From an optimization exercise on the open Yosys and OpenROAD flow, aimed at small area; shortcuts taken in it are not production practice. Function was checked by simulation only, so behaviour that the tests miss may differ from the original. Power and IR drop assume default switching activity.

Setup of P:
==> flow/design.v <==
`timescale 1ns/1ps
module byte_loader (
  input  logic       i_clk,
  input  logic       i_rst,
  input  logic       i_in_en,
  input  logic [2:0] i_fn_sel,
  output logic       o_accept,
  output logic       o_first_byte,    
  output logic       o_last_byte,     
  output logic [2:0] o_block_idx,
  output logic       o_is_min,
  output logic       o_mm_last,       
  output logic       o_busy,
  output logic       o_crc_show,      
  output logic       o_first_show,    
  output logic       o_second_show    
);
  localparam logic [2:0] FN_CRC_GEN  = 3'd3;
  localparam logic [2:0] FN_TOP2MAX  = 3'd4;
  localparam logic [2:0] FN_LAST2MIN = 3'd5;
  logic [3:0] byte_idx;
  logic [2:0] block_idx;
  logic       is_crc, is_mm, is_min;
  logic       accept, last_byte, group_end;
  logic       p1, p2, c1, c2, c3, vf, vs;
  assign accept    = i_in_en && !o_busy;
  assign last_byte = accept && (byte_idx == 4'd15);
  assign group_end = !is_mm || (block_idx == 3'd7);
  always_ff @(posedge i_clk or posedge i_rst) begin
    if (i_rst) begin
      byte_idx  <= '0;
      block_idx <= '0;
      is_crc    <= 1'b0;
      is_mm     <= 1'b0;
      is_min    <= 1'b0;
    end else begin
      if (accept) begin
        byte_idx <= byte_idx + 1'b1;
        if (byte_idx == '0 && block_idx == '0) begin
          is_crc <= (i_fn_sel == FN_CRC_GEN);
          is_mm  <= (i_fn_sel == FN_TOP2MAX) || (i_fn_sel == FN_LAST2MIN);
          is_min <= (i_fn_sel == FN_LAST2MIN);
        end
      end
      if (last_byte) begin
        block_idx <= group_end ? '0 : block_idx + 1'b1;
      end
    end
  end
  always_ff @(posedge i_clk or posedge i_rst) begin
    if (i_rst) begin
      p1 <= 1'b0;
      p2 <= 1'b0;
      vf <= 1'b0;
      vs <= 1'b0;
      c1 <= 1'b0;
      c2 <= 1'b0;
      c3 <= 1'b0;
    end else begin
      p1 <= last_byte && is_mm && (block_idx == 3'd7);
      p2 <= p1;
      vf <= p2;
      vs <= vf;
      c1 <= last_byte && is_crc;
      c2 <= c1;
      c3 <= c2;
    end
  end
  assign o_busy        = p1 | p2 | vf | vs;
  assign o_accept      = accept;
  assign o_first_byte  = byte_idx == 4'd0;
  assign o_last_byte   = byte_idx == 4'd15;
  assign o_block_idx   = block_idx;
  assign o_is_min      = is_min;
  assign o_mm_last     = last_byte && is_mm;
  assign o_crc_show    = c3;
  assign o_first_show  = vf;
  assign o_second_show = vs;
endmodule
`timescale 1ns/1ps
module crc3_unit (
  input  logic       i_clk,
  input  logic [7:0] i_byte,
  input  logic       i_accept,
  input  logic       i_first_byte,
  input  logic       i_last_byte,
  output logic [2:0] o_crc
);
  function automatic logic [2:0] mulx(input logic [2:0] v);
    mulx = {v[1] ^ v[2], v[0], v[2]};
  endfunction
  function automatic logic [2:0] mulxinv(input logic [2:0] v);
    logic [2:0] t;
    t = v;
    for (int i = 0; i < 6; i++) t = mulx(t);
    mulxinv = t;
  endfunction
  function automatic logic [2:0] byte_term(input logic [7:0] b);
    logic [2:0] t;
    logic [2:0] pw;
    t  = '0;
    pw = mulx(mulx(mulx(3'b001)));
    for (int j = 0; j < 8; j++) begin
      t  = t ^ ({3{b[j]}} & pw);
      pw = mulx(pw);
    end
    byte_term = t;
  endfunction
  logic [2:0] acc_q;
  logic [2:0] crc_q;
  logic [2:0] sum;
  assign sum = (i_first_byte ? 3'b000 : acc_q) ^ byte_term(i_byte);
  always_ff @(posedge i_clk) begin
    if (i_accept) begin
      acc_q <= mulxinv(sum);
      if (i_last_byte) begin
        crc_q <= mulx(sum);
      end
    end
  end
  assign o_crc = crc_q;
endmodule
`timescale 1ns/1ps
module extreme_tracker (
  input  logic         i_clk,
  input  logic         i_rst,
  input  logic [7:0]   i_byte,
  input  logic         i_accept,
  input  logic         i_first_byte,
  input  logic         i_mm_last,
  input  logic [2:0]   i_block_idx,
  input  logic         i_is_min,
  input  logic         i_first_show,
  input  logic         i_second_show,
  output logic [127:0] o_data
);
  logic [127:0] r0, r1, r2;
  logic [2:0]   is_f, is_s, is_n;   
  logic [7:0]   f_byte, s_byte;
  logic         bet_f, bet_s;       
  logic         bf_byte, bs_byte, ne_f, ne_s, fin_f, fin_s;
  logic [2:0]   sel;
  assign is_n = ~(is_f | is_s);
  always_ff @(posedge i_clk) begin
    if (i_accept) begin
      r0 <= {is_n[0] ? i_byte : r0[7:0], r0[127:8]};
      r1 <= {is_n[1] ? i_byte : r1[7:0], r1[127:8]};
      r2 <= {is_n[2] ? i_byte : r2[7:0], r2[127:8]};
    end
  end
  assign f_byte = ({8{is_f[0]}} & r0[7:0]) | ({8{is_f[1]}} & r1[7:0]) | ({8{is_f[2]}} & r2[7:0]);
  assign s_byte = ({8{is_s[0]}} & r0[7:0]) | ({8{is_s[1]}} & r1[7:0]) | ({8{is_s[2]}} & r2[7:0]);
  assign ne_f    = i_byte != f_byte;
  assign ne_s    = i_byte != s_byte;
  assign bf_byte = i_is_min ? (i_byte < f_byte) : (i_byte > f_byte);
  assign bs_byte = i_is_min ? (i_byte < s_byte) : (i_byte > s_byte);
  assign fin_f   = ne_f ? bf_byte : (bet_f && !i_first_byte);
  assign fin_s   = ne_s ? bs_byte : (bet_s && !i_first_byte);
  always_ff @(posedge i_clk) begin
    if (i_accept) begin
      bet_f <= fin_f;
      bet_s <= fin_s;
    end
  end
  always_ff @(posedge i_clk or posedge i_rst) begin
    if (i_rst) begin
      is_f <= 3'b001;
      is_s <= 3'b010;
    end else if (i_mm_last) begin
      if (i_block_idx == 3'd0 || fin_f) begin
        is_f <= is_n;
        is_s <= is_f;
      end else if (i_block_idx == 3'd1 || fin_s) begin
        is_s <= is_n;
      end
    end
  end
  assign sel = ({3{i_first_show}} & is_f) | ({3{i_second_show}} & is_s);
  assign o_data = ({128{sel[0]}} & r0) | ({128{sel[1]}} & r1) | ({128{sel[2]}} & r2);
endmodule
`timescale 1ns/1ps
module output_stage (
  input  logic [2:0]   i_crc,
  input  logic         i_crc_show,
  input  logic         i_first_show,
  input  logic         i_second_show,
  input  logic [127:0] i_pair_data,
  output logic         o_valid,
  output logic [127:0] o_iot_out
);
  assign o_valid   = i_crc_show | i_first_show | i_second_show;
  assign o_iot_out = {i_pair_data[127:3], i_pair_data[2:0] | ({3{i_crc_show}} & i_crc)};
endmodule
`timescale 1ns/1ps
module iotdf_top (
  input  logic         i_clk,
  input  logic         i_rst,
  input  logic         i_in_en,
  input  logic [7:0]   i_iot_in,
  input  logic [2:0]   i_fn_sel,
  output logic         o_busy,
  output logic         o_valid,
  output logic [127:0] o_iot_out
);
  logic         accept;
  logic         first_byte;
  logic         last_byte;
  logic [2:0]   block_idx;
  logic         is_min;
  logic         mm_last;
  logic         crc_show;
  logic         first_show;
  logic         second_show;
  logic [2:0]   crc;
  logic [127:0] pair_data;
  byte_loader u_byte_loader (
    .i_clk         (i_clk),
    .i_rst         (i_rst),
    .i_in_en       (i_in_en),
    .i_fn_sel      (i_fn_sel),
    .o_accept      (accept),
    .o_first_byte  (first_byte),
    .o_last_byte   (last_byte),
    .o_block_idx   (block_idx),
    .o_is_min      (is_min),
    .o_mm_last     (mm_last),
    .o_busy        (o_busy),
    .o_crc_show    (crc_show),
    .o_first_show  (first_show),
    .o_second_show (second_show)
  );
  crc3_unit u_crc3_unit (
    .i_clk        (i_clk),
    .i_byte       (i_iot_in),
    .i_accept     (accept),
    .i_first_byte (first_byte),
    .i_last_byte  (last_byte),
    .o_crc        (crc)
  );
  extreme_tracker u_extreme_tracker (
    .i_clk         (i_clk),
    .i_rst         (i_rst),
    .i_byte        (i_iot_in),
    .i_accept      (accept),
    .i_first_byte  (first_byte),
    .i_mm_last     (mm_last),
    .i_block_idx   (block_idx),
    .i_is_min      (is_min),
    .i_first_show  (first_show),
    .i_second_show (second_show),
    .o_data        (pair_data)
  );
  output_stage u_output_stage (
    .i_crc         (crc),
    .i_crc_show    (crc_show),
    .i_first_show  (first_show),
    .i_second_show (second_show),
    .i_pair_data   (pair_data),
    .o_valid       (o_valid),
    .o_iot_out     (o_iot_out)
  );
endmodule
==> flow/config.mk <==
export PLATFORM = sky130hd
export DESIGN_NAME = iotdf_top
export DESIGN_NICKNAME = iotdf_top
export VERILOG_FILES = /design/flow/design.v
export SDC_FILE = /design/flow/constraint.sdc
export NUM_CORES = 4
export LEC_CHECK = 0
export CAP_MARGIN = 20
export CORE_MARGIN = 2
export CORE_UTILIZATION = 40
export SETUP_SLACK_MARGIN = 0.3
export SLEW_MARGIN = 20
==> flow/constraint.sdc <==
create_clock -name core_clock -period 5.5 [get_ports {i_clk}]
set_input_delay 1.1000 -clock core_clock [delete_from_list [all_inputs] [get_ports {i_clk}]]
set_output_delay 1.1000 -clock core_clock [all_outputs]
set_load 0.01 [all_outputs]
run.sh (not shown) runs the stock make flow with config.mk's settings and CLKGATE_MAP_FILE= SYNTH_SCRIPT=/design/flow/synth_recipe.tcl, a recipe that flattens the netlist after the stock synthesis.
[inputs] R vs P
==> flow/flow/run.sh (new file) <==
#!/bin/bash
# Standard ORFS layout (the standard.sh) with two changes:
#  - port buffers use the smallest buffer (buf_1) instead of the resizer's default choice
#  - clock tree built from clkbuf_8 clusters of at most 20 sinks, without dummy loads
set -euo pipefail
export BUFFER_PORTS_ARGS="-buffer_cell sky130_fd_sc_hd__buf_1"
export CTS_ARGS="-sink_clustering_enable -repair_clock_nets -dont_use_dummy_load -buf_list sky130_fd_sc_hd__clkbuf_8 -sink_clustering_size 20 -sink_clustering_max_diameter 50"
bash standard.sh > standard_flow.log 2>&1
==> flow/standard.sh (new file) <==
#!/bin/bash
# synth_recipe.tcl (not shown) runs the flow's synth.tcl, then flattens the netlist and writes it again
# the make line also repeats each setting of config.mk as NAME=value (left out here)
make -C /OpenROAD-flow-scripts/flow DESIGN_CONFIG=/design/flow/config.mk WORK_HOME=/design/flow/orfs CLKGATE_MAP_FILE= SYNTH_SCRIPT=/design/flow/synth_recipe.tcl "${@:-finish}"
removed: flow/run.sh
Results
R vs P: final critical path time including I/O delays and setup down
Critical path depth essentially unchanged between P and R.
Diff P..R | sequential cell power | negligible
P and R all finish clean.
Net count of the finished layout: P and R compared, lower one is R
In the reports for P and R, the smaller maximum number of pins on one net before global-route repair belongs to P.
Taking R over P, the final area ratio works out to 0.911.
Compared R vs P, and maximum frequency is up in R.

-- afterwards: timing with drivers on the ports --
In the flow no input, the clock included, has a driving cell. The finished layouts below were timed again as built, in two steps. Step 1 sets driving cells, clkbuf_16 on the clock port and buf_2 on the other inputs (assumed; they add their load-dependent delay and slew). Step 2 also shifts input and output timing later by t, the mid clock arrival at the registers, as if the neighbouring blocks saw the same clock. Three values: ideal, step 1, step 2; two values: the first two.
run | shift t [ns] | slack for setup (ns) | clock arrival spread, ns | worst slew at a driven data input, ns | pins driven straight from the clock port
P | 0.595 | 1.143 / 1.090 / 1.684 | 0.023 / 0.023 | 0.03 | 1
R | 0.599 | 1.426 / 1.378 / 1.977 | 0.083 / 0.084 | 0.03 | 1
After both steps setup and hold are still met in every run listed.
